This is an optimization exercise on Yosys and OpenROAD, whose aim is small area, a short achievable clock period and few clock cycles per item, not a production implementation. Where RTL was checked, it was by simulation tests only, not by an equivalence proof against the original. The RTL of run 1 was laid out without a check of its function.

==> flow/design.v, too long to show whole: its modules and the start of the top module <==
// module ptpd_axis: 191 lines
// module ptpd_ctrl: 117 lines
// module ptpd_pd_term: 633 lines
// module ptpd_conv1: 312 lines
// module ptpd_conv2: 148 lines
// module pan_tilt_pd_tracker: 116 lines
module pan_tilt_pd_tracker (
	input  logic                                    clk,
	input  logic                                    arst_n,
	input  logic                                    cfg_we,
	input  logic [ptpd_pkg::CFG_IDX_BITS-1:0]       cfg_index,
	input  logic [ptpd_pkg::CFG_DATA_BITS-1:0]      cfg_data,
	input  logic                                    in_valid,
	output logic                                    in_ready,
	input  logic signed [ptpd_pkg::ERROR_BITS-1:0]  pan_pixel_error,
	input  logic signed [ptpd_pkg::ERROR_BITS-1:0]  tilt_pixel_error,
	input  logic                                    target_seen,
	input  logic [ptpd_pkg::AGE_BITS-1:0]           link_age_ms,
	input  logic                                    stop_press,
	output logic                                    out_valid,
	input  logic                                    out_ready,
	output logic [ptpd_pkg::PULSE_BITS-1:0]         pan_pulse_us,
	output logic [ptpd_pkg::PULSE_BITS-1:0]         tilt_pulse_us,
	output logic                                    tracking_active,
	output logic                                    drive_enabled
);
  // ...
==> flow/flow/run.sh <==
#!/bin/bash
set -euo pipefail
MARGIN=6.6
sed -i '/SETUP_SLACK_MARGIN/d' config.mk
echo "export SETUP_SLACK_MARGIN = ${MARGIN}" >> config.mk
bash standard.sh synth > synth.log 2>&1
R=orfs/results/${FLOW_PLATFORM}/pan_tilt_pd_tracker/base
cp $R/1_2_yosys.v yosys_netlist_orig.v
python3 flow/fapol.py yosys_netlist_orig.v $R/1_2_yosys.v > fapol.log 2>&1
rm -f $R/1_synth.odb $R/1_synth.sdc
bash standard.sh > standard.log 2>&1
==> flow/flow/fapol.py <==
#!/usr/bin/env python3
"""Remove inverters around full adders in a Yosys netlist.

A full adder is self-dual: FA(~a, ~b, ~c) = (~cout, ~sum). Where an adder's
inputs mostly come through inverters, or its outputs mostly feed
inverters, the adder is turned to work on the other polarity, which drops
those inverters. Only combinational cells change; registers, ports and
every other cell are left as they are.

usage: fapol.py IN.v OUT.v
"""
import re
import sys
from collections import defaultdict

FA = "sky130_fd_sc_hd__fa_1"
INV_TYPES = re.compile(r"^sky130_fd_sc_hd__(inv|clkinv)_\d+$")
NEW_INV = "sky130_fd_sc_hd__inv_1"

src = open(sys.argv[1]).read()
m = re.search(r"^module\s.*?;\n", src, re.S | re.M)
head_end = m.end()
end = src.rindex("endmodule")
body = src[head_end:end]

cell_re = re.compile(r"^\s*(sky130_fd_sc_hd__\w+)\s+(\S+)\s*\((.*?)\);\s*$", re.S | re.M)
pin_re = re.compile(r"\.(\w+)\(\s*(.*?)\s*\)\s*(?:,|$)", re.S)

decls = []
cells = {}
order = []
pos = 0
other = []
for cm in cell_re.finditer(body):
    other.append(body[pos:cm.start()])
    pos = cm.end()
    typ, name, pins = cm.group(1), cm.group(2), cm.group(3)
    pm = {}
    for p, n in pin_re.findall(pins):
        pm[p] = " ".join(n.split())
    cells[name] = [typ, pm]
    order.append(name)
other.append(body[pos:])
rest = "".join(other)
# anything but cells (wire/input/output declarations, assigns) is kept as is
if re.search(r"\bassign\b", rest):
    ext_assign = set(" ".join(x.split()) for x in re.findall(r"[\\\w][^=;,{}]*", " ".join(re.findall(r"assign\s+(.*?);", rest, re.S))))
else:
    ext_assign = set()

OUTS = {"X", "Y", "Q", "Q_N", "SUM", "COUT", "HI", "LO"}


def is_out(typ, p):
    return p in OUTS


drv = {}
loads = defaultdict(set)
for name, (typ, pm) in cells.items():
    for p, n in pm.items():
        if is_out(typ, p):
            drv[n] = (name, p)
        else:
            loads[n].add((name, p))

# nets seen by the outside: ports and names in assigns
ports = set()
for d in re.findall(r"^\s*(?:input|output|inout)\s+(?:\[[^\]]*\]\s*)?(.*?);", src, re.M):
    ports.add(" ".join(d.split()))


def external(n):
    base = n.split(" [")[0].strip()
    return n in ports or base in ports or n in ext_assign or base in ext_assign or "'" in n


nid = [0]


def new_net():
    nid[0] += 1
    return f"_fapol{nid[0]}_"


new_wires = []


def is_inv(name):
    return name in cells and INV_TYPES.match(cells[name][0]) is not None


def inv_src(n):
    d = drv.get(n)
    if d and is_inv(d[0]):
        return cells[d[0]][1]["A"]
    return None


def inv_of(n):
    """An existing inverter output for net n, if any."""
    for (c, p) in loads.get(n, ()):
        if is_inv(c) and p == "A":
            return cells[c][1]["Y"]
    return None


def gain(fa):
    typ, pm = cells[fa]
    g = 0
    for p in ("A", "B", "CIN"):
        n = pm[p]
        s = inv_src(n)
        if s is not None:
            if len(loads[n]) == 1 and not external(n):
                g += 1
        elif inv_of(n) is None:
            g -= 1
    for p in ("COUT", "SUM"):
        n = pm[p]
        ls = loads.get(n, set())
        invs = [c for (c, q) in ls if is_inv(c)]
        others = [x for x in ls if not is_inv(x[0])]
        g += len(invs)
        if others or external(n):
            g -= 1
    return g


def set_pin(c, p, n):
    old = cells[c][1][p]
    loads[old].discard((c, p))
    cells[c][1][p] = n
    loads[n].add((c, p))


def remove_cell(c):
    typ, pm = cells.pop(c)
    for p, n in pm.items():
        if is_out(typ, p):
            drv.pop(n, None)
        else:
            loads[n].discard((c, p))


def add_inv(a, y):
    name = f"_fapolc{nid[0]}_"
    nid[0] += 1
    cells[name] = [NEW_INV, {"A": a, "Y": y}]
    order.append(name)
    drv[y] = (name, "Y")
    loads[a].add((name, "A"))


def flip(fa):
    typ, pm = cells[fa]
    for p in ("A", "B", "CIN"):
        n = pm[p]
        s = inv_src(n)
        if s is not None:
            set_pin(fa, p, s)
            if not loads[n] and not external(n):
                remove_cell(drv[n][0])
        else:
            z = inv_of(n)
            if z is None:
                z = new_net()
                new_wires.append(z)
                add_inv(n, z)
            set_pin(fa, p, z)
    for p in ("COUT", "SUM"):
        n = pm[p]
        nn = new_net()
        new_wires.append(nn)
        drv.pop(n, None)
        cells[fa][1][p] = nn
        drv[nn] = (fa, p)
        ls = list(loads.get(n, set()))
        for (c, q) in ls:
            if c in cells and is_inv(c):
                y = cells[c][1]["Y"]
                if external(y):
                    # keep the net name: drive it from a buffer-free rename is
                    # not possible, so leave this inverter as a double one
                    continue
                for (c2, q2) in list(loads.get(y, set())):
                    set_pin(c2, q2, nn)
                remove_cell(c)
        rest_loads = [x for x in loads.get(n, set())]
        if rest_loads or external(n):
            add_inv(nn, n)


changed = True
flips = 0
while changed:
    changed = False
    for fa in [c for c in order if c in cells and cells[c][0] == FA]:
        if gain(fa) > 0:
            flip(fa)
            flips += 1
            changed = True

# half adders with an output nobody reads become a single gate; a carry
# read only through inverters becomes a nand
HA = "sky130_fd_sc_hd__ha_1"
trims = 0
for c in [x for x in order if x in cells and cells[x][0] == HA]:
    pm = cells[c][1]
    s_n, c_n = pm["SUM"], pm["COUT"]
    s_used = bool(loads.get(s_n)) or external(s_n)
    c_used = bool(loads.get(c_n)) or external(c_n)
    a, b = pm["A"], pm["B"]
    if not s_used:
        ls = list(loads.get(c_n, set()))
        if c_used and not external(c_n) and all(is_inv(x) for (x, q) in ls):
            ys = [cells[x][1]["Y"] for (x, q) in ls]
            if any(external(y) for y in ys[1:]):
                continue
            remove_cell(c)
            y0 = ys[0]
            for (x, q) in ls:
                y = cells[x][1]["Y"]
                remove_cell(x)
                if y != y0:
                    for (c2, q2) in list(loads.get(y, set())):
                        set_pin(c2, q2, y0)
            cells[c] = ["sky130_fd_sc_hd__nand2_1", {"A": a, "B": b, "Y": y0}]
            loads[a].add((c, "A"))
            loads[b].add((c, "B"))
            drv[y0] = (c, "Y")
            trims += 1
        elif c_used:
            remove_cell(c)
            cells[c] = ["sky130_fd_sc_hd__and2_0", {"A": a, "B": b, "X": c_n}]
            loads[a].add((c, "A"))
            loads[b].add((c, "B"))
            drv[c_n] = (c, "X")
            trims += 1
    elif not c_used:
        remove_cell(c)
        cells[c] = ["sky130_fd_sc_hd__xor2_1", {"A": a, "B": b, "X": s_n}]
        loads[a].add((c, "A"))
        loads[b].add((c, "B"))
        drv[s_n] = (c, "X")
        trims += 1

out = [src[:head_end]]
out.append(rest.rstrip("\n") + "\n" if False else "")
# keep declarations, add new wires, then cells
decl_text = rest
out.append(decl_text.rstrip() + "\n")
for w in new_wires:
    out.append(f"  wire {w};\n")
for c in order:
    if c not in cells:
        continue
    typ, pm = cells[c]
    pins = ",\n".join(f"    .{p}({n} )" if n.startswith("\\") else f"    .{p}({n})" for p, n in pm.items())
    out.append(f"  {typ} {c} (\n{pins}\n  );\n")
out.append(src[end:])
open(sys.argv[2], "w").write("".join(out))
ninv = sum(1 for c in cells if is_inv(c))
sys.stderr.write(f"fapol: {flips} adders turned, {trims} half adders trimmed, {ninv} inverters left\n")
==> flow/standard.sh <==
#!/bin/bash
# synth_recipe.tcl (not shown) runs the flow's synth.tcl, then flattens the netlist and writes it again
# the make line also repeats each setting of config.mk as NAME=value (left out here)
make -C /OpenROAD-flow-scripts/flow DESIGN_CONFIG=/design/flow/config.mk WORK_HOME=/design/flow/orfs CLKGATE_MAP_FILE= SYNTH_SCRIPT=/design/flow/synth_recipe.tcl "${@:-finish}"
==> flow/config.mk <==
export PLATFORM = sky130hd
export DESIGN_NAME = pan_tilt_pd_tracker
export DESIGN_NICKNAME = pan_tilt_pd_tracker
export VERILOG_FILES = /design/flow/design.v
export SDC_FILE = /design/flow/constraint.sdc
export NUM_CORES = 4
export LEC_CHECK = 0
export CAP_MARGIN = 20
export CORE_MARGIN = 2
export CORE_UTILIZATION = 70
export CTS_BUF_LIST = sky130_fd_sc_hd__clkbuf_4 sky130_fd_sc_hd__clkbuf_8
export CTS_CLUSTER_SIZE = 30
export SLEW_MARGIN = 20
export SETUP_SLACK_MARGIN = 6.6
==> flow/constraint.sdc <==
create_clock -name core_clock -period 11.0 [get_ports {clk}]
set_input_delay 2.2000 -clock core_clock [delete_from_list [all_inputs] [get_ports {clk}]]
set_output_delay 2.2000 -clock core_clock [all_outputs]
set_load 0.01 [all_outputs]
==> qor.yml, run 1 <==
run_status:
  status: "no timing/DRC/antenna violations"
global_route:
  grt_pass1_wl_um: 198400
  grt_max_degree: 114
  grt.total_usage: 0.3397
  first_global_vias: 36430
clocking:
  clock_sinks: 525
  clk_latency_ps: 730
  cts_setup_buffers: 98
worst_setup_path:
  ff2ff_path_depth: 17
  reg2reg_from: "u_tilt.angle_q[13]"
  crit_fanout: 4
  cpMostUsedCell: "fa_1"
  critical_path_arrival_ps: 5470
  critical_path_buf_inv_count: 2
die:
  ios: 94
  tap_cells: 959
layout:
  n_fill_cell: 4638
  finish.instance_area_um2: 57090
  final-clk-cell-share: 0.03421
  syn_to_final_growth_pct: 11.51
  clkbuf_count: 139
  multi_input_area_share: 0.5967
  sh_seq_area: 0.2574
  nMultiInputCombCells: 3258
  drive_above_1_share: 0.1425
route:
  drcViolationCount: 0
  first_iter_violations: 2947
  wl_met1_um: 53090
  drt_first_pass_iters: 6
logic_synthesis:
  syn-cell-area_um2: 51190
  syn_area_per_cell_um2: 11.05
sta:
  finalClockSkew_ps: 61.03
  setup_viol: 0
min_path:
  holdPathStages: 0
placement:
  dp.cells: 5462
job:
  cap_violations: 0
==> module ptpd_axis, before the edit <==
module ptpd_axis #(
	parameter bit NEG = 1'b0
) (
	input  logic                                    clk,
	input  logic                                    arst_n,
	input  logic                                    acc,
	input  logic                                    en,
	input  logic                                    track_now,
	input  logic                                    halt_now,
	input  logic                                    upd,
	input  logic signed [ptpd_pkg::ERROR_BITS-1:0]  err,
	input  logic [ptpd_pkg::GAIN_BITS:0]            gain_pd,
	input  logic [ptpd_pkg::GAIN_BITS-1:0]          gain_d,
	input  logic [ptpd_pkg::DEG_BITS-1:0]           angle_floor,
	input  logic [ptpd_pkg::DEG_BITS-1:0]           angle_ceiling,
	output logic [ptpd_pkg::PULSE_BITS-1:0]         pulse
);
	localparam int EB = ptpd_pkg::ERROR_BITS;
	localparam int ND = EB / 2;
	localparam int AB = ptpd_pkg::ANGLE_BITS;
	localparam int FB = ptpd_pkg::FRAC_BITS;
	localparam int DB = ptpd_pkg::DEG_BITS;
	localparam int TB = ptpd_pkg::DELTA_BITS;
	function automatic logic [3*ND-1:0] booth(input logic [EB-1:0] x, input logic flip);
		logic [EB:0]   xx;
		logic [ND-1:0] neg, one, two;
		xx = {x, 1'b0};
		for (int k = 0; k < ND; k++) begin
			one[k] = xx[2*k+1] ^ xx[2*k];
			two[k] = (xx[2*k+2] & ~xx[2*k+1] & ~xx[2*k]) | (~xx[2*k+2] & xx[2*k+1] & xx[2*k]);
			neg[k] = flip ? (~xx[2*k+2] & (xx[2*k+1] | xx[2*k]))
				: (xx[2*k+2] & ~(xx[2*k+1] & xx[2*k]));
		end
		booth = {neg, one, two};
	endfunction
	logic [EB-1:0]   prev_raw_q;
	logic            prev_sat_q;
	logic            prev_trk_q;
	logic [ND-1:0]   e_neg_q, e_one_q, e_two_q;
	logic [ND-1:0]   p_neg_q, p_one_q, p_two_q;
	logic [TB-1:0]   x1_q;
	logic [TB-1:0]   y1_q;
	logic            c1_q;
	logic [AB-1:0]   angle_q;
	logic [12:0]     v3_q;
	logic [DB-1:0]   deg3_q;
	logic [11:0]     xp4_q, yp4_q;
	logic            cp4_q;
	logic            sat;
	logic [ND-1:0]   e_neg, e_one, e_two;
	logic [ND-1:0]   p_neg, p_one, p_two;
	logic [TB-1:0]   x_now;
	logic [TB-1:0]   y_now;
	logic            c_now;
	logic [12:0]     v_now;
	logic [11:0]     xp_now, yp_now;
	logic            cp_now;
	assign sat = NEG && (err == {1'b1, {(EB-1){1'b0}}});
	always_comb begin
		{e_neg, e_one, e_two} = booth(err, NEG);
		if (sat) begin
			e_neg[0] = 1'b1;
			e_one[0] = 1'b1;
		end
		{p_neg, p_one, p_two} = booth(prev_raw_q, !NEG);
		if (prev_sat_q) begin
			p_neg[0] = 1'b0;
			p_one[0] = 1'b1;
		end
		e_one = e_one & {ND{track_now}};
		e_two = e_two & {ND{track_now}};
		p_one = p_one & {ND{prev_trk_q && track_now}};
		p_two = p_two & {ND{prev_trk_q && track_now}};
	end
	always_ff @(posedge clk or negedge arst_n) begin
		if (!arst_n) begin
			prev_trk_q <= 1'b0;
		end else if (acc && !halt_now) begin
			prev_trk_q <= track_now;
		end
	end
	always_ff @(posedge clk) begin
		if (acc && !halt_now) begin
			prev_raw_q <= err;
			prev_sat_q <= sat;
		end
	end
	always_ff @(posedge clk) begin
		if (acc) begin
			e_neg_q <= e_neg;
			e_one_q <= e_one;
			e_two_q <= e_two;
			p_neg_q <= p_neg;
			p_one_q <= p_one;
			p_two_q <= p_two;
		end
	end
	ptpd_pd_term u_term (
		.e_neg (e_neg_q),
		.e_one (e_one_q),
		.e_two (e_two_q),
		.p_neg (p_neg_q),
		.p_one (p_one_q),
		.p_two (p_two_q),
		.gpd   (gain_pd),
		.gd    (gain_d),
		.xs    (x_now),
		.ys    (y_now),
		.c     (c_now)
	);
	always_ff @(posedge clk) begin
		if (en) begin
			x1_q <= x_now;
			y1_q <= y_now;
			c1_q <= c_now;
		end
	end
	localparam int SB = AB + 3;
	localparam logic [SB-1:0] NBIAS = -(SB'(1) << (TB - 1));
	logic [SB-1:0] a_ext;
	logic [SB-1:0] x_ext;
	logic [SB-1:0] y_ext;
	logic [SB-1:0] p2;
	logic [SB-1:0] q2;
	logic [SB-1:0] c_ext;
	logic [SB-1:0] nlo_ext;
	logic [SB-1:0] nhi_ext;
	logic [SB-1:0] s;
	logic [SB-1:0] s_lo;
	logic [SB-1:0] s_hi;
	logic          below;
	logic          above;
	logic [AB-1:0] a_new;
	assign a_ext   = SB'(angle_q);
	assign x_ext   = SB'(x1_q);
	assign y_ext   = SB'(y1_q);
	assign p2      = a_ext ^ x_ext ^ y_ext;
	assign q2      = ((a_ext & x_ext) | (a_ext & y_ext) | (x_ext & y_ext)) << 1;
	assign c_ext   = SB'(c1_q);
	assign nlo_ext = ~{3'b000, angle_floor, {FB{1'b0}}} + NBIAS + SB'(1);
	assign nhi_ext = ~{3'b000, angle_ceiling, {FB{1'b0}}} + NBIAS;
	assign s       = c_ext + p2 + q2 + NBIAS;
	assign s_lo    = nlo_ext + p2 + q2 + c_ext;
	assign s_hi    = nhi_ext + q2 + p2 + c_ext;
	assign below   = s_lo[SB-1];
	assign above   = !s_hi[SB-1];
	always_comb begin
		if (angle_floor > angle_ceiling) begin
			a_new = {angle_ceiling, {FB{1'b0}}};
		end else if (below) begin
			a_new = {angle_floor, {FB{1'b0}}};
		end else if (above) begin
			a_new = {angle_ceiling, {FB{1'b0}}};
		end else begin
			a_new = s[AB-1:0];
		end
	end
	always_ff @(posedge clk or negedge arst_n) begin
		if (!arst_n) begin
			angle_q <= {ptpd_pkg::RST_ANGLE_DEG, {FB{1'b0}}};
		end else if (upd) begin
			angle_q <= a_new;
		end
	end
	ptpd_conv1 u_conv1 (
		.dg (angle_q[AB-1:FB]),
		.fr (angle_q[FB-1:0]),
		.v  (v_now)
	);
	always_ff @(posedge clk) begin
		if (en) begin
			v3_q   <= v_now;
			deg3_q <= angle_q[AB-1:FB];
		end
	end
	ptpd_conv2 u_conv2 (
		.v  (v3_q),
		.dg (deg3_q),
		.xs (xp_now),
		.ys (yp_now),
		.c  (cp_now)
	);
	always_ff @(posedge clk) begin
		if (en) begin
			xp4_q <= xp_now;
			yp4_q <= yp_now;
			cp4_q <= cp_now;
		end
	end
	assign pulse = xp4_q + yp4_q + 12'(cp4_q);
endmodule
==> module ptpd_conv1, before the edit <==
module ptpd_conv1 (
	input  logic [7:0] dg,
	input  logic [15:0] fr,
	output logic [12:0] v
);
	logic w0, w1, w2, w3, w4, w5, w6, w7, w8, w9, w10, w11, w12, w13, w14, w15, w16, w17, w18, w19, w20, w21, w22, w23, w24, w25, w26, w27, w28, w29, w30, w31, w32, w33, w34, w35, w36, w37, w38, w39, w40, w41, w42, w43, w44, w45, w46, w47, w48, w49, w50, w51, w52, w53, w54, w55, w56, w57, w58, w59, w60, w61, w62, w63, w64, w65, w66, w67, w68, w69, w70, w71, w72, w73, w74, w75, w76, w77, w78, w79, w80, w81, w82, w83, w84, w85, w86, w87, w88, w89, w90, w91, w92, w93, w94, w95, w96, w97, w98, w99, w100, w101, w102, w103, w104, w105, w106, w107, w108, w109, w110, w111, w112, w113, w114, w115, w116, w117, w118, w119, w120, w121, w122, w123, w124, w125, w126, w127, w128, w129, w130, w131, w132, w133, w134, w135, w136, w137, w138, w139, w140, w141, w142, w143, w144, w145, w146, w147, w148, w149, w150, w151, w152, w153, w154, w155, w156, w157, w158, w159, w160, w161, w162, w163, w164, w165, w166, w167, w168, w169, w170, w171, w172, w173, w174, w175, w176, w177, w178, w179, w180, w181, w182, w183, w184, w185, w186, w187, w188, w189, w190, w191, w192, w193, w194, w195, w196, w197, w198, w199, w200, w201, w202, w203, w204, w205, w206, w207, w208, w209, w210, w211, w212, w213, w214, w215, w216, w217, w218, w219, w220, w221, w222, w223, w224, w225, w226, w227, w228, w229, w230, w231, w232, w233, w234, w235, w236, w237, w238, w239, w240, w241, w242, w243, w244, w245, w246, w247, w248, w249, w250, w251, w252, w253, w254, w255, w256, w257, w258, w259, w260, w261, w262, w263, w264, w265, w266, w267, w268, w269, w270, w271, w272, w273, w274, w275, w276, w277, w278, w279, w280, w281, w282, w283, w284, w285, w286, w287, w288, w289, w290, w291, w292, w293, w294, w295, w296, w297, w298, w299;
	logic [31:0] tx, ty, ts;
	assign w0 = ~dg[0];
	assign w1 = ~dg[1];
	assign w2 = ~dg[2];
	assign w3 = ~dg[3];
	assign w4 = ~dg[4];
	assign w5 = ~dg[5];
	assign w6 = ~dg[6];
	assign w7 = ~dg[7];
	assign w8 = ~dg[0];
	assign w9 = ~dg[1];
	assign w10 = ~dg[2];
	assign w11 = ~dg[3];
	assign w12 = ~dg[4];
	assign w13 = ~dg[5];
	assign w14 = ~dg[6];
	assign w15 = ~dg[7];
	assign w16 = ~fr[0];
	assign w17 = ~fr[1];
	assign w18 = ~fr[2];
	assign w19 = ~fr[3];
	assign w20 = ~fr[4];
	assign w21 = ~fr[5];
	assign w22 = ~fr[6];
	assign w23 = ~fr[7];
	assign w24 = ~fr[8];
	assign w25 = ~fr[9];
	assign w26 = ~fr[10];
	assign w27 = ~fr[11];
	assign w28 = ~fr[12];
	assign w29 = ~fr[13];
	assign w30 = ~fr[14];
	assign w31 = ~fr[15];
	assign w32 = ~fr[0];
	assign w33 = ~fr[1];
	assign w34 = ~fr[2];
	assign w35 = ~fr[3];
	assign w36 = ~fr[4];
	assign w37 = ~fr[5];
	assign w38 = ~fr[6];
	assign w39 = ~fr[7];
	assign w40 = ~fr[8];
	assign w41 = ~fr[9];
	assign w42 = ~fr[10];
	assign w43 = ~fr[11];
	assign w44 = ~fr[12];
	assign w45 = ~fr[13];
	assign w46 = ~fr[14];
	assign w47 = ~fr[15];
	assign w48 = ~fr[0];
	assign w49 = ~fr[1];
	assign w50 = ~fr[2];
	assign w51 = ~fr[3];
	assign w52 = ~fr[4];
	assign w53 = ~fr[5];
	assign w54 = ~fr[6];
	assign w55 = ~fr[7];
	assign w56 = ~fr[8];
	assign w57 = ~fr[9];
	assign w58 = ~fr[10];
	assign w59 = ~fr[11];
	assign w60 = ~fr[12];
	assign w61 = ~fr[13];
	assign w62 = ~fr[14];
	assign w63 = ~fr[15];
	assign w64 = ~fr[0];
	assign w65 = ~fr[1];
	assign w66 = ~fr[2];
	assign w67 = ~fr[3];
	assign w68 = ~fr[4];
	assign w69 = ~fr[5];
	assign w70 = ~fr[6];
	assign w71 = ~fr[7];
	assign w72 = ~fr[8];
	assign w73 = ~fr[9];
	assign w74 = ~fr[10];
	assign w75 = ~fr[11];
	assign w76 = ~fr[12];
	assign w77 = ~fr[13];
	assign w78 = ~fr[14];
	assign w79 = ~fr[15];
	assign w80 = ~fr[0];
	assign w81 = ~fr[1];
	assign w82 = ~fr[2];
	assign w83 = ~fr[3];
	assign w84 = ~fr[4];
	assign w85 = ~fr[5];
	assign w86 = ~fr[6];
	assign w87 = ~fr[7];
	assign w88 = ~fr[8];
	assign w89 = ~fr[9];
	assign w90 = ~fr[10];
	assign w91 = ~fr[11];
	assign w92 = ~fr[12];
	assign w93 = ~fr[13];
	assign w94 = ~fr[14];
	assign w95 = ~fr[15];
	assign w96 = w28 ^ fr[9];
	assign w97 = w28 & fr[9];
	assign w98 = w29 ^ fr[10];
	assign w99 = w29 & fr[10];
	assign w100 = w30 ^ fr[11] ^ w41;
	assign w101 = (w30 & fr[11]) | (w30 & w41) | (fr[11] & w41);
	assign w102 = w31 ^ fr[12] ^ w42;
	assign w103 = (w31 & fr[12]) | (w31 & w42) | (fr[12] & w42);
	assign w104 = w0 ^ fr[13] ^ w43;
	assign w105 = (w0 & fr[13]) | (w0 & w43) | (fr[13] & w43);
	assign w106 = w1 ^ fr[14] ^ w44;
	assign w107 = (w1 & fr[14]) | (w1 & w44) | (fr[14] & w44);
	assign w108 = w2 ^ fr[15] ^ w45;
	assign w109 = (w2 & fr[15]) | (w2 & w45) | (fr[15] & w45);
	assign w110 = w3 ^ w46;
	assign w111 = w3 & w46;
	assign w112 = w4 ^ w8 ^ w47;
	assign w113 = (w4 & w8) | (w4 & w47) | (w8 & w47);
	assign w114 = w61 ^ w74;
	assign w115 = w61 & w74;
	assign w116 = w5 ^ w9 ^ w62;
	assign w117 = (w5 & w9) | (w5 & w62) | (w9 & w62);
	assign w118 = w75 ^ w89;
	assign w119 = w75 & w89;
	assign w120 = w6 ^ w10 ^ w63;
	assign w121 = (w6 & w10) | (w6 & w63) | (w10 & w63);
	assign w122 = w76 ^ w90;
	assign w123 = w76 & w90;
	assign w124 = w7 ^ w11 ^ dg[0];
	assign w125 = (w7 & w11) | (w7 & dg[0]) | (w11 & dg[0]);
	assign w126 = w23 ^ fr[4];
	assign w127 = w23 & fr[4];
	assign w128 = w24 ^ fr[5];
	assign w129 = w24 & fr[5];
	assign w130 = w25 ^ fr[6];
	assign w131 = w25 & fr[6];
	assign w132 = w26 ^ fr[7] ^ w37;
	assign w133 = (w26 & fr[7]) | (w26 & w37) | (fr[7] & w37);
	assign w134 = w51 ^ w64;
	assign w135 = w51 & w64;
	assign w136 = w27 ^ fr[8] ^ w38;
	assign w137 = (w27 & fr[8]) | (w27 & w38) | (fr[8] & w38);
	assign w138 = w52 ^ w65;
	assign w139 = w52 & w65;
	assign w140 = w96 ^ w39 ^ w53;
	assign w141 = (w96 & w39) | (w96 & w53) | (w39 & w53);
	assign w142 = w66 ^ w80 ^ 1'b1;
	assign w143 = (w66 & w80) | (w66 & 1'b1) | (w80 & 1'b1);
	assign w144 = w97 ^ w98 ^ w40;
	assign w145 = (w97 & w98) | (w97 & w40) | (w98 & w40);
	assign w146 = w54 ^ w67 ^ w81;
	assign w147 = (w54 & w67) | (w54 & w81) | (w67 & w81);
	assign w148 = w99 ^ w100 ^ w55;
	assign w149 = (w99 & w100) | (w99 & w55) | (w100 & w55);
	assign w150 = w68 ^ w82 ^ fr[0];
	assign w151 = (w68 & w82) | (w68 & fr[0]) | (w82 & fr[0]);
	assign w152 = w101 ^ w102 ^ w56;
	assign w153 = (w101 & w102) | (w101 & w56) | (w102 & w56);
	assign w154 = w69 ^ w83 ^ fr[1];
	assign w155 = (w69 & w83) | (w69 & fr[1]) | (w83 & fr[1]);
	assign w156 = w103 ^ w104 ^ w57;
	assign w157 = (w103 & w104) | (w103 & w57) | (w104 & w57);
	assign w158 = w70 ^ w84 ^ fr[2];
	assign w159 = (w70 & w84) | (w70 & fr[2]) | (w84 & fr[2]);
	assign w160 = w105 ^ w106 ^ w58;
	assign w161 = (w105 & w106) | (w105 & w58) | (w106 & w58);
	assign w162 = w71 ^ w85 ^ fr[3];
	assign w163 = (w71 & w85) | (w71 & fr[3]) | (w85 & fr[3]);
	assign w164 = w107 ^ w108 ^ w59;
	assign w165 = (w107 & w108) | (w107 & w59) | (w108 & w59);
	assign w166 = w72 ^ w86 ^ fr[4];
	assign w167 = (w72 & w86) | (w72 & fr[4]) | (w86 & fr[4]);
	assign w168 = w109 ^ w110 ^ w60;
	assign w169 = (w109 & w110) | (w109 & w60) | (w110 & w60);
	assign w170 = w73 ^ w87 ^ fr[5];
	assign w171 = (w73 & w87) | (w73 & fr[5]) | (w87 & fr[5]);
	assign w172 = w111 ^ w112 ^ w114;
	assign w173 = (w111 & w112) | (w111 & w114) | (w112 & w114);
	assign w174 = w88 ^ fr[6] ^ 1'b1;
	assign w175 = (w88 & fr[6]) | (w88 & 1'b1) | (fr[6] & 1'b1);
	assign w176 = w113 ^ w115 ^ w116;
	assign w177 = (w113 & w115) | (w113 & w116) | (w115 & w116);
	assign w178 = w118 ^ fr[7] ^ 1'b1;
	assign w179 = (w118 & fr[7]) | (w118 & 1'b1) | (fr[7] & 1'b1);
	assign w180 = w117 ^ w119 ^ w120;
	assign w181 = (w117 & w119) | (w117 & w120) | (w119 & w120);
	assign w182 = w122 ^ fr[8] ^ 1'b1;
	assign w183 = (w122 & fr[8]) | (w122 & 1'b1) | (fr[8] & 1'b1);
	assign w184 = w121 ^ w123 ^ w124;
	assign w185 = (w121 & w123) | (w121 & w124) | (w123 & w124);
	assign w186 = w77 ^ w91 ^ fr[9];
	assign w187 = (w77 & w91) | (w77 & fr[9]) | (w91 & fr[9]);
	assign w188 = w125 ^ w12 ^ dg[1];
	assign w189 = (w125 & w12) | (w125 & dg[1]) | (w12 & dg[1]);
	assign w190 = w78 ^ w92 ^ fr[10];
	assign w191 = (w78 & w92) | (w78 & fr[10]) | (w92 & fr[10]);
	assign w192 = w13 ^ dg[2] ^ w79;
	assign w193 = (w13 & dg[2]) | (w13 & w79) | (dg[2] & w79);
	assign w194 = w93 ^ fr[11] ^ 1'b1;
	assign w195 = (w93 & fr[11]) | (w93 & 1'b1) | (fr[11] & 1'b1);
	assign w196 = w14 ^ dg[3] ^ w94;
	assign w197 = (w14 & dg[3]) | (w14 & w94) | (dg[3] & w94);
	assign w198 = w15 ^ dg[4] ^ w95;
	assign w199 = (w15 & dg[4]) | (w15 & w95) | (dg[4] & w95);
	assign w200 = w21 ^ fr[2];
	assign w201 = w21 & fr[2];
	assign w202 = w22 ^ fr[3];
	assign w203 = w22 & fr[3];
	assign w204 = w126 ^ w34 ^ w48;
	assign w205 = (w126 & w34) | (w126 & w48) | (w34 & w48);
	assign w206 = w127 ^ w128 ^ w35;
	assign w207 = (w127 & w128) | (w127 & w35) | (w128 & w35);
	assign w208 = w129 ^ w130 ^ w36;
	assign w209 = (w129 & w130) | (w129 & w36) | (w130 & w36);
	assign w210 = w131 ^ w132 ^ w134;
	assign w211 = (w131 & w132) | (w131 & w134) | (w132 & w134);
	assign w212 = w133 ^ w135 ^ w136;
	assign w213 = (w133 & w135) | (w133 & w136) | (w135 & w136);
	assign w214 = w137 ^ w139 ^ w140;
	assign w215 = (w137 & w139) | (w137 & w140) | (w139 & w140);
	assign w216 = w141 ^ w143 ^ w144;
	assign w217 = (w141 & w143) | (w141 & w144) | (w143 & w144);
	assign w218 = w145 ^ w147 ^ w148;
	assign w219 = (w145 & w147) | (w145 & w148) | (w147 & w148);
	assign w220 = w149 ^ w151 ^ w152;
	assign w221 = (w149 & w151) | (w149 & w152) | (w151 & w152);
	assign w222 = w153 ^ w155 ^ w156;
	assign w223 = (w153 & w155) | (w153 & w156) | (w155 & w156);
	assign w224 = w157 ^ w159 ^ w160;
	assign w225 = (w157 & w159) | (w157 & w160) | (w159 & w160);
	assign w226 = w161 ^ w163 ^ w164;
	assign w227 = (w161 & w163) | (w161 & w164) | (w163 & w164);
	assign w228 = w165 ^ w167 ^ w168;
	assign w229 = (w165 & w167) | (w165 & w168) | (w167 & w168);
	assign w230 = w169 ^ w171 ^ w172;
	assign w231 = (w169 & w171) | (w169 & w172) | (w171 & w172);
	assign w232 = w173 ^ w175 ^ w176;
	assign w233 = (w173 & w175) | (w173 & w176) | (w175 & w176);
	assign w234 = w177 ^ w179 ^ w180;
	assign w235 = (w177 & w179) | (w177 & w180) | (w179 & w180);
	assign w236 = w181 ^ w183 ^ w184;
	assign w237 = (w181 & w183) | (w181 & w184) | (w183 & w184);
	assign w238 = w185 ^ w187 ^ w188;
	assign w239 = (w185 & w187) | (w185 & w188) | (w187 & w188);
	assign w240 = w189 ^ w191 ^ w192;
	assign w241 = (w189 & w191) | (w189 & w192) | (w191 & w192);
	assign w242 = w193 ^ w195 ^ w196;
	assign w243 = (w193 & w195) | (w193 & w196) | (w195 & w196);
	assign w244 = w197 ^ w198 ^ fr[13];
	assign w245 = (w197 & w198) | (w197 & fr[13]) | (w198 & fr[13]);
	assign w246 = w199 ^ dg[5] ^ fr[14];
	assign w247 = (w199 & dg[5]) | (w199 & fr[14]) | (dg[5] & fr[14]);
	assign w248 = w200 ^ w32;
	assign w249 = w200 & w32;
	assign w250 = w201 ^ w202 ^ w33;
	assign w251 = (w201 & w202) | (w201 & w33) | (w202 & w33);
	assign w252 = w203 ^ w204 ^ 1'b1;
	assign w253 = (w203 & w204) | (w203 & 1'b1) | (w204 & 1'b1);
	assign w254 = w205 ^ w206 ^ w49;
	assign w255 = (w205 & w206) | (w205 & w49) | (w206 & w49);
	assign w256 = w207 ^ w208 ^ w50;
	assign w257 = (w207 & w208) | (w207 & w50) | (w208 & w50);
	assign w258 = w209 ^ w210 ^ 1'b1;
	assign w259 = (w209 & w210) | (w209 & 1'b1) | (w210 & 1'b1);
	assign w260 = w211 ^ w212 ^ w138;
	assign w261 = (w211 & w212) | (w211 & w138) | (w212 & w138);
	assign w262 = w213 ^ w214 ^ w142;
	assign w263 = (w213 & w214) | (w213 & w142) | (w214 & w142);
	assign w264 = w215 ^ w216 ^ w146;
	assign w265 = (w215 & w216) | (w215 & w146) | (w216 & w146);
	assign w266 = w217 ^ w218 ^ w150;
	assign w267 = (w217 & w218) | (w217 & w150) | (w218 & w150);
	assign w268 = w219 ^ w220 ^ w154;
	assign w269 = (w219 & w220) | (w219 & w154) | (w220 & w154);
	assign w270 = w221 ^ w222 ^ w158;
	assign w271 = (w221 & w222) | (w221 & w158) | (w222 & w158);
	assign w272 = w223 ^ w224 ^ w162;
	assign w273 = (w223 & w224) | (w223 & w162) | (w224 & w162);
	assign w274 = w225 ^ w226 ^ w166;
	assign w275 = (w225 & w226) | (w225 & w166) | (w226 & w166);
	assign w276 = w227 ^ w228 ^ w170;
	assign w277 = (w227 & w228) | (w227 & w170) | (w228 & w170);
	assign w278 = w229 ^ w230 ^ w174;
	assign w279 = (w229 & w230) | (w229 & w174) | (w230 & w174);
	assign w280 = w231 ^ w232 ^ w178;
	assign w281 = (w231 & w232) | (w231 & w178) | (w232 & w178);
	assign w282 = w233 ^ w234 ^ w182;
	assign w283 = (w233 & w234) | (w233 & w182) | (w234 & w182);
	assign w284 = w235 ^ w236 ^ w186;
	assign w285 = (w235 & w236) | (w235 & w186) | (w236 & w186);
	assign w286 = w237 ^ w238 ^ w190;
	assign w287 = (w237 & w238) | (w237 & w190) | (w238 & w190);
	assign w288 = w239 ^ w240 ^ w194;
	assign w289 = (w239 & w240) | (w239 & w194) | (w240 & w194);
	assign w290 = w241 ^ w242 ^ fr[12];
	assign w291 = (w241 & w242) | (w241 & fr[12]) | (w242 & fr[12]);
	assign w292 = w243 ^ w244 ^ 1'b1;
	assign w293 = (w243 & w244) | (w243 & 1'b1) | (w244 & 1'b1);
	assign w294 = w245 ^ w246 ^ 1'b1;
	assign w295 = (w245 & w246) | (w245 & 1'b1) | (w246 & 1'b1);
	assign w296 = w247 ^ dg[6] ^ fr[15];
	assign w297 = (w247 & dg[6]) | (w247 & fr[15]) | (dg[6] & fr[15]);
	assign w298 = dg[7] ^ 1'b1;
	assign w299 = dg[7] & 1'b1;
	assign tx = {w299, w297, w295, w293, w291, w289, w287, w285, w283, w281, w279, w277, w275, w273, w271, w269, w267, w265, w263, w261, w259, w257, w255, w253, w251, w249, w248, w20, w19, w18, w17, w16};
	assign ty = {1'b1, w298, w296, w294, w292, w290, w288, w286, w284, w282, w280, w278, w276, w274, w272, w270, w268, w266, w264, w262, w260, w258, w256, w254, w252, w250, 1'b1, fr[1], fr[0], 1'b0, 1'b0, 1'b1};
	assign ts = tx + ty;
	assign v = ts[31:19];
endmodule
==> run 2: changes to the inputs <==
--- a/flow/design.v
+++ b/flow/design.v
@@ -65,3 +65,5 @@
 	logic [AB-1:0]   angle_q;
-	logic [12:0]     v3_q;
+	logic [3:0]      vl3_q;
+	logic [8:0]      xv3_q, yv3_q;
+	logic            cv3_q;
 	logic [DB-1:0]   deg3_q;
@@ -75,3 +77,6 @@
 	logic            c_now;
-	logic [12:0]     v_now;
+	logic [3:0]      vl_now;
+	logic [8:0]      xv_now, yv_now;
+	logic            cv_now;
+	logic [12:0]     v4;
 	logic [11:0]     xp_now, yp_now;
@@ -188,3 +193,6 @@
 		.fr (angle_q[FB-1:0]),
-		.v  (v_now)
+		.s  (vl_now),
+		.xs (xv_now),
+		.ys (yv_now),
+		.c  (cv_now)
 	);
@@ -192,3 +200,6 @@
 		if (en) begin
-			v3_q   <= v_now;
+			vl3_q  <= vl_now;
+			xv3_q  <= xv_now;
+			yv3_q  <= yv_now;
+			cv3_q  <= cv_now;
 			deg3_q <= angle_q[AB-1:FB];
@@ -196,4 +207,5 @@
 	end
+	assign v4 = {xv3_q + yv3_q + 9'(cv3_q), vl3_q};
 	ptpd_conv2 u_conv2 (
-		.v  (v3_q),
+		.v  (v4),
 		.dg (deg3_q),
@@ -965,6 +977,10 @@
 	input  logic [15:0] fr,
-	output logic [12:0] v
+	output logic [3:0] s,
+	output logic [8:0] xs,
+	output logic [8:0] ys,
+	output logic c
 );
 	logic w0, w1, w2, w3, w4, w5, w6, w7, w8, w9, w10, w11, w12, w13, w14, w15, w16, w17, w18, w19, w20, w21, w22, w23, w24, w25, w26, w27, w28, w29, w30, w31, w32, w33, w34, w35, w36, w37, w38, w39, w40, w41, w42, w43, w44, w45, w46, w47, w48, w49, w50, w51, w52, w53, w54, w55, w56, w57, w58, w59, w60, w61, w62, w63, w64, w65, w66, w67, w68, w69, w70, w71, w72, w73, w74, w75, w76, w77, w78, w79, w80, w81, w82, w83, w84, w85, w86, w87, w88, w89, w90, w91, w92, w93, w94, w95, w96, w97, w98, w99, w100, w101, w102, w103, w104, w105, w106, w107, w108, w109, w110, w111, w112, w113, w114, w115, w116, w117, w118, w119, w120, w121, w122, w123, w124, w125, w126, w127, w128, w129, w130, w131, w132, w133, w134, w135, w136, w137, w138, w139, w140, w141, w142, w143, w144, w145, w146, w147, w148, w149, w150, w151, w152, w153, w154, w155, w156, w157, w158, w159, w160, w161, w162, w163, w164, w165, w166, w167, w168, w169, w170, w171, w172, w173, w174, w175, w176, w177, w178, w179, w180, w181, w182, w183, w184, w185, w186, w187, w188, w189, w190, w191, w192, w193, w194, w195, w196, w197, w198, w199, w200, w201, w202, w203, w204, w205, w206, w207, w208, w209, w210, w211, w212, w213, w214, w215, w216, w217, w218, w219, w220, w221, w222, w223, w224, w225, w226, w227, w228, w229, w230, w231, w232, w233, w234, w235, w236, w237, w238, w239, w240, w241, w242, w243, w244, w245, w246, w247, w248, w249, w250, w251, w252, w253, w254, w255, w256, w257, w258, w259, w260, w261, w262, w263, w264, w265, w266, w267, w268, w269, w270, w271, w272, w273, w274, w275, w276, w277, w278, w279, w280, w281, w282, w283, w284, w285, w286, w287, w288, w289, w290, w291, w292, w293, w294, w295, w296, w297, w298, w299;
-	logic [31:0] tx, ty, ts;
+	logic [31:0] tx, ty;
+	logic [23:0] tl;
 	assign w0 = ~dg[0];
@@ -1271,4 +1287,7 @@
 	assign ty = {1'b1, w298, w296, w294, w292, w290, w288, w286, w284, w282, w280, w278, w276, w274, w272, w270, w268, w266, w264, w262, w260, w258, w256, w254, w252, w250, 1'b1, fr[1], fr[0], 1'b0, 1'b0, 1'b1};
-	assign ts = tx + ty;
-	assign v = ts[31:19];
+	assign tl = {1'b0, tx[22:0]} + {1'b0, ty[22:0]};
+	assign s  = tl[22:19];
+	assign c  = tl[23];
+	assign xs = tx[31:23];
+	assign ys = ty[31:23];
 endmodule
--- a/flow/flow/run.sh
+++ b/flow/flow/run.sh
@@ -2,3 +2,3 @@
 set -euo pipefail
-MARGIN=6.6
+MARGIN=6.8
 sed -i '/SETUP_SLACK_MARGIN/d' config.mk
--- a/flow/config.mk
+++ b/flow/config.mk
@@ -13,2 +13,2 @@
 export SLEW_MARGIN = 20
-export SETUP_SLACK_MARGIN = 6.6
+export SETUP_SLACK_MARGIN = 6.8
==> run 2 against run 1 <==
Clock skew fell by 23 ps; global-route usage shrank 0.81 points; still clean; first-iteration DRC count up 7.9%; core utilization grew 0.55 points.
==> qor.yml, run 2 <==
run_status:
  status: "no timing/DRC/antenna violations"
route:
  route.met3.wl_um: 11640
  wl_met2_um: 58110
  maxUsedRoutingLayer: "met5"
  wl_met1_um: 52300  # -1.5%
  totalWireLength_um: 126200
  drt_first_pass_iters: 19  # +13
  wl_per_cell_um: 21.60
  route.vias.total: 36072
  first_iter_violations: 3180  # +7.9%
  ant_nets: 0
  viasPerCell: 6.174
  drcViolationCount: 0  # unchanged
worst_setup_path:
  critical_path_arrival_ps: 4830  # -640 ps
  critPathRequiredTime_ps: 11460
  crit_chain: "fa_2 -> fa_2 -> a21oi_2 -> o21bai_4 -> a21oi_2 -> o21bai_2 -> a21o_1 -> a21oi_4 -> xnor2_2 -> ha_1 -> xor2_2 -> fa_1 -> inv_1 -> ha_2 -> a211oi_2 -> a21oi_1 -> o41a_1"
  cpPeakStageDelay_ps: 500
  worst_path_max_delay_cell: "fa_1"
  critPathKind: "register to register"
  start_kind: "register"
  critPathCaptureType: "register"
  crit_fanout: 2  # -2
global_route:
  grt_max_degree: 134  # +18%
  antenna_found_initial: 4
  grt_pass1_wl_um: 198600  # +0.13%
  grt.total_usage: 0.3316  # -0.008088
  first_global_vias: 36847  # +1.1%
  overflow: 0
sta:
  layout_setup_ws_ps: 6625
  finalClockSkew_ps: 37.80  # -23.23 ps
  fmax_mhz: 228.6
  setup_viol: 0  # unchanged
  period_minus_slack_ps: 4375
  hold_violations: 0
  tightest_slew_ps: 1316
  slew_headroom: 0.1201
  rsz0062_at_grt: "true"
  period_share: 0.3977
  setup_tns_ps: 0
  finalMaxSlewViolations: 0
logic_synthesis:
  syn-cell-area_um2: 51820  # +1.2%
  syn_area_per_cell_um2: 11.12  # +0.67%
  synth_nets: 5810
  yosysWarnings: 4
  syn_inst: 4660
clocking:
  cts_max_level: 3
  cts_buffers: 91
  cts-root-buf: "clkbuf_8"
  cts_tree: "built"
  clockBufferDepth: 3
  clock_sinks: 541  # +3.0%
  clk_latency_ps: 740  # about the same
  cts.clk_slew.worst_paths_ps: 60
layout:
  reg_top3: "u_ctrl.out_q (26), u_ctrl.sk_q (26)"
  post-route-util: 0.7907
  syn_to_final_growth_pct: 11.51  # about the same
  final_nets: 5955
  final_common_cell: "inv_1"
  mostFrequentLayoutCells: "inv_1 (618), fa_1 (605), ha_1 (452), xnor2_1 (443), a22oi_1 (352)"
  drive_above_1_share: 0.1518  # +0.009247
die:
  core_area_um2: 73080
  fp.dieW_um: 276.1
  ios: 94  # unchanged
  die_h_um: 276.1
  die-area_um2: 76220
  initial_core_util: 0.7090
  row_count: 99
placement:
  pre_cts_slack_ps: 5320
  hpwl_um: 91640
  numPortBuffers: 93
  routabilityCongestion: 0.9245
min_path:
  hp-class: "register to register"
job:
  cap_violations: 0  # unchanged
run 2: final cells by class:
class | instances | area [µm²]
multi-input combinational | 3224 | 34060
clock inverter | 32 | 299.0
inverter | 649 | 2500
timing repair buffer | 298 | 2804
clock buffer | 139 | 1725
fill | 4668 | 15300
tap | 959 | 1200
sequential | 541 | 15190
antenna | 1 | 2.502
run 2: worst paths after layout:
kind	from	end	slack [ps]	cells past startpoint
max in group asynchronous	arst_n	gain_pd_pan_q[5]	8180	2
min in group asynchronous	arst_n	gain_d_tilt_q[2]	1440	1
worst max-delay path	u_pan.cv3_q	u_pan.cp4_q	6630	17
worst max register to register	u_pan.cv3_q	u_pan.cp4_q	6630	17
worst min-delay path	u_ctrl.trk1_q	u_ctrl.trk2_q	410	0
worst min register to register	u_ctrl.trk1_q	u_ctrl.trk2_q	410	0
run 2: per-layer routing:
metal	GRT usage	vias up
met2	0.5260	1700
met5	0	-
li1	-	16157
met1	0.4616	17895
met3	0.06819	318
met4	0.1108	2
run 2: per-stage QoR:
stage / hold slack, ps / area (µm²) / std cells
finish: 411.2 / 57780 / 5843
global placement: 400.8 / 53340 / 5490
CTS: 403.9 / 56650 / 5766
detailed placement: 406.2 / 53340 / 5490
floorplan: 400.3 / 51930 / 4660
global route: 425.3 / 57780 / 5843
run 2: critical path, delay by kind of cell (launching register included):
family / cells / cell delay (ps)
fa+ha+maj: 5 / 1740
buf+inv: 1 / 40
flops: 1 / 410
xor+xnor: 2 / 350
compound gates: 9 / 1560
run 2: what timing repair did:
item / 4_1_cts / 5_1_grt
resized for setup: 95 / 96
setup buffers: 104 / 73
cloned: 1 / 2
endpoints found under the setup margin: 162 / 115
pin swaps: 67 / 66
hold buffers: 0 / 0
Testbench counts of run 2, summed over its fixed seeds: cycles 3,248, items 3,200.
==> run 3: changes to the inputs <==
--- a/flow/flow/run.sh
+++ b/flow/flow/run.sh
@@ -2,3 +2,3 @@
 set -euo pipefail
-MARGIN=6.8
+MARGIN=6.6
 sed -i '/SETUP_SLACK_MARGIN/d' config.mk
--- a/flow/config.mk
+++ b/flow/config.mk
@@ -13,2 +13,2 @@
 export SLEW_MARGIN = 20
-export SETUP_SLACK_MARGIN = 6.8
+export SETUP_SLACK_MARGIN = 6.6
==> run 3 against run 2 <==
Via count fell by 2.1%; still clean; critical path type unchanged; highest routed layer unchanged; sequential cell count did not move; clock-buffer cell count fell by 9; first-iteration DRC count fell by 3.1%; wire length fell by 2.8%.
==> qor.yml, run 3 <==
logic_synthesis:
  syn_area_per_cell_um2: 11.12  # unchanged
  synth_nets: 5810  # unchanged
  yosysWarnings: 4  # unchanged
  syn_inst: 4660  # unchanged
  syn-cell-area_um2: 51820  # unchanged
route:
  totalWireLength_um: 122700  # -2.8%
  first_iter_violations: 3080  # -3.1%
  ant_nets: 0  # unchanged
  route.vias.total: 35311  # -2.1%
  drcViolationCount: 0  # unchanged
  drt_first_pass_iters: 22  # +3
  wl_per_cell_um: 21.25  # -1.6%
  viasPerCell: 6.113  # -0.97%
worst_setup_path:
  start_kind: "register"
  ff2ff_path_depth: 15  # -2
  r2r_setup_slack_ps: 6570  # -60 ps
  critPathRequiredTime_ps: 11440  # -20 ps
  worst_path_max_delay_cell: "fa_1"
  crit_fanout: 3  # +1
  r2r-end: "u_pan.cv3_q"
  crit_chain: "fa_1 -> fa_1 -> inv_2 -> fa_1 -> fa_1 -> ha_1 -> a21o_1 -> a21o_1 -> a21o_1 -> a21o_1 -> nor3_2 -> o211ai_1 -> a31o_2 -> a21oi_4 -> o21bai_1"
  critical_path_arrival_ps: 4870  # +40 ps
  cpPeakStageDelay_ps: 540  # +40 ps
  reg2reg_from: "u_pan.angle_q[15]"
  critPathCaptureType: "register"
  critPathKind: "register to register"
clocking:
  ctsHoldBuffers: 0  # unchanged
  cts_max_level: 3  # unchanged
  cts-root-buf: "clkbuf_8"
  clockBufferDepth: 3  # unchanged
  cts_tree: "built"
  cts_buffers: 92  # +1.1%
  clock_sinks: 541  # unchanged
  clk_latency_ps: 730  # about the same
  cts.clk_slew.worst_paths_ps: 60  # about the same
sta:
  layout_setup_ws_ps: 6568  # -57.47 ps
  setup_viol: 0  # unchanged
  period_minus_slack_ps: 4432  # +57.47 ps
  finalMaxSlewViolations: 0  # unchanged
  period_share: 0.4029  # +0.005225
  fmax_mhz: 225.6  # -1.3%
  tightest_slew_ps: 1119  # -197.5 ps
  slew_headroom: 0.2542  # +0.1341
  setup_tns_ps: 0  # unchanged
  finalClockSkew_ps: 40.74  # +2.943 ps
  rsz0062_at_grt: "true"
  hold_violations: 0  # unchanged
placement:
  placed_area_um2: 53260  # -0.15%
  pre_cts_slack_ps: 5744  # +424.1 ps
  routabilityCongestion: 0.9140  # -1.1%
  hpwl_um: 91280  # -0.40%
  numPortBuffers: 93  # unchanged
global_route:
  overflow: 0  # unchanged
  grt.total_usage: 0.3240  # -0.007606
  first_global_vias: 36086  # -2.1%
  grt_pass1_wl_um: 194600  # -2.0%
  antenna_found_initial: 2  # -2
  grt_max_degree: 120  # -10%
die:
  die-area_um2: 76220  # unchanged
  ios: 94  # unchanged
  initial_core_util: 0.7090  # unchanged
  row_count: 99  # unchanged
  fp.dieW_um: 276.1  # unchanged
  die_h_um: 276.1  # unchanged
  core_area_um2: 73080  # unchanged
layout:
  final_nets: 5889  # -1.1%
  final_common_cell: "inv_1"
  mostFrequentLayoutCells: "inv_1 (615), fa_1 (613), ha_1 (453), xnor2_1 (444), a22oi_1 (371)"
  finish.instance_area_um2: 56810  # -1.7%
  syn_to_final_growth_pct: 9.644
  post-route-util: 0.7774  # -0.01325
  drive_above_1_share: 0.1279  # -0.02384
  reg_top3: "u_ctrl.out_q (26), u_ctrl.sk_q (26)"
min_path:
  hold_end: "u_ctrl.trk2_q"
  hp-class: "register to register"
  hold_start: "u_ctrl.trk1_q"
  holdPathStages: 0  # unchanged
run_status:
  status: "no timing/DRC/antenna violations"
job:
  cap_violations: 0  # unchanged
-- run 3: routing by layer --
| layer | GRT usage | wire length [µm] | vias up |
|---|---|---|---|
| met4 | 0.09304 | 3295 | 2 |
| met5 | 0 | 13 | - |
| li1 | - | - | 16009 |
| met1 | 0.4533 | 51270 | 17527 |
| met3 | 0.07935 | 11590 | 258 |
| met2 | 0.5088 | 56540 | 1515 |
-- run 3: through the flow --
step | hold slack, ps | instances
2_1_floorplan | 400.3 | 4660
3_3_place_gp | 401.9 | 5489
3_5_place_dp | 404.5 | 5489
4_1_cts | 414.3 | 5718
5_1_grt | 422.7 | 5776
6_report | 414.6 | 5776
-- run 3: cell type report --
cell class / count / area (µm²)
clock inverter: 41 / 446.7
tap: 959 / 1200
clock buffer: 130 / 1602
fill: 4849 / 16270
inverter: 649 / 2507
multi-input combinational: 3223 / 33780
sequential: 541 / 15170
antenna: 1 / 2.502
timing repair buffer: 232 / 2107
-- run 3: worst max path at each step --
stage,start,to,slack (ps)
floorplan,u_pan.angle_q[12],u_pan.vl3_q[3],6610
global placement,link_age_ms[2],u_pan.p_two_q[0],5770
detailed placement,link_age_ms[2],u_tilt.e_two_q[0],5740
CTS,u_tilt.angle_q[9],u_tilt.cv3_q,6480
global route,u_pan.angle_q[12],u_pan.cv3_q,6410
finish,u_pan.angle_q[15],u_pan.cv3_q,6570
-- run 3: worst max-delay path, delay by kind of cell (launching register included) --
family          cells  cell delay (ps)
fa+ha+maj           5             2230
compound gates      8             1330
flops               1              430
simple gates        1              130
buf+inv             1               40
-- run 3: repair_timing --
action | 4_1_cts | 5_1_grt
gates resized for setup | 60 | 84
pin swaps | 26 | 68
setup buffers | 58 | 56
setup endpoints to repair | 96 | 104

==> port drivers added, routing unchanged <==
No port has a modelled driver above. Below, the same layouts with a new extraction and two added sets of constraints.
Step 1 sets driving cells, clkbuf_16 on the clock port and buf_2 on the other inputs (assumed; they add their load-dependent delay and slew).
Step 2 times the ports against the registers' clock, not the clock port: input delays grow and output delays shrink by t, the midpoint of the rising clock arrivals with the driver on.
Slacks: ideal ports / drivers / drivers and shift; pairs: ideal ports / drivers.
| run | shift t [ns] | slack for setup (ns) | latest minus earliest clock arrival (ns) | worst slew at a driven data input, ns | pins driven straight from the clock port |
|---|---|---|---|---|---|
| run 1 | 0.768 | 6.063 / 6.063 / 5.941 | 0.062 / 0.062 | 0.05 | 1 |
| run 2 | 0.785 | 6.625 / 6.625 / 6.084 | 0.043 / 0.044 | 0.05 | 1 |
| run 3 | 0.776 | 6.568 / 6.568 / 5.968 | 0.043 / 0.043 | 0.07 | 1 |
After both steps setup and hold are still met in every run listed. For run 3, which loses most, drivers alone change the setup slack by 0.000 ns; drivers and shift together by -0.600 ns.
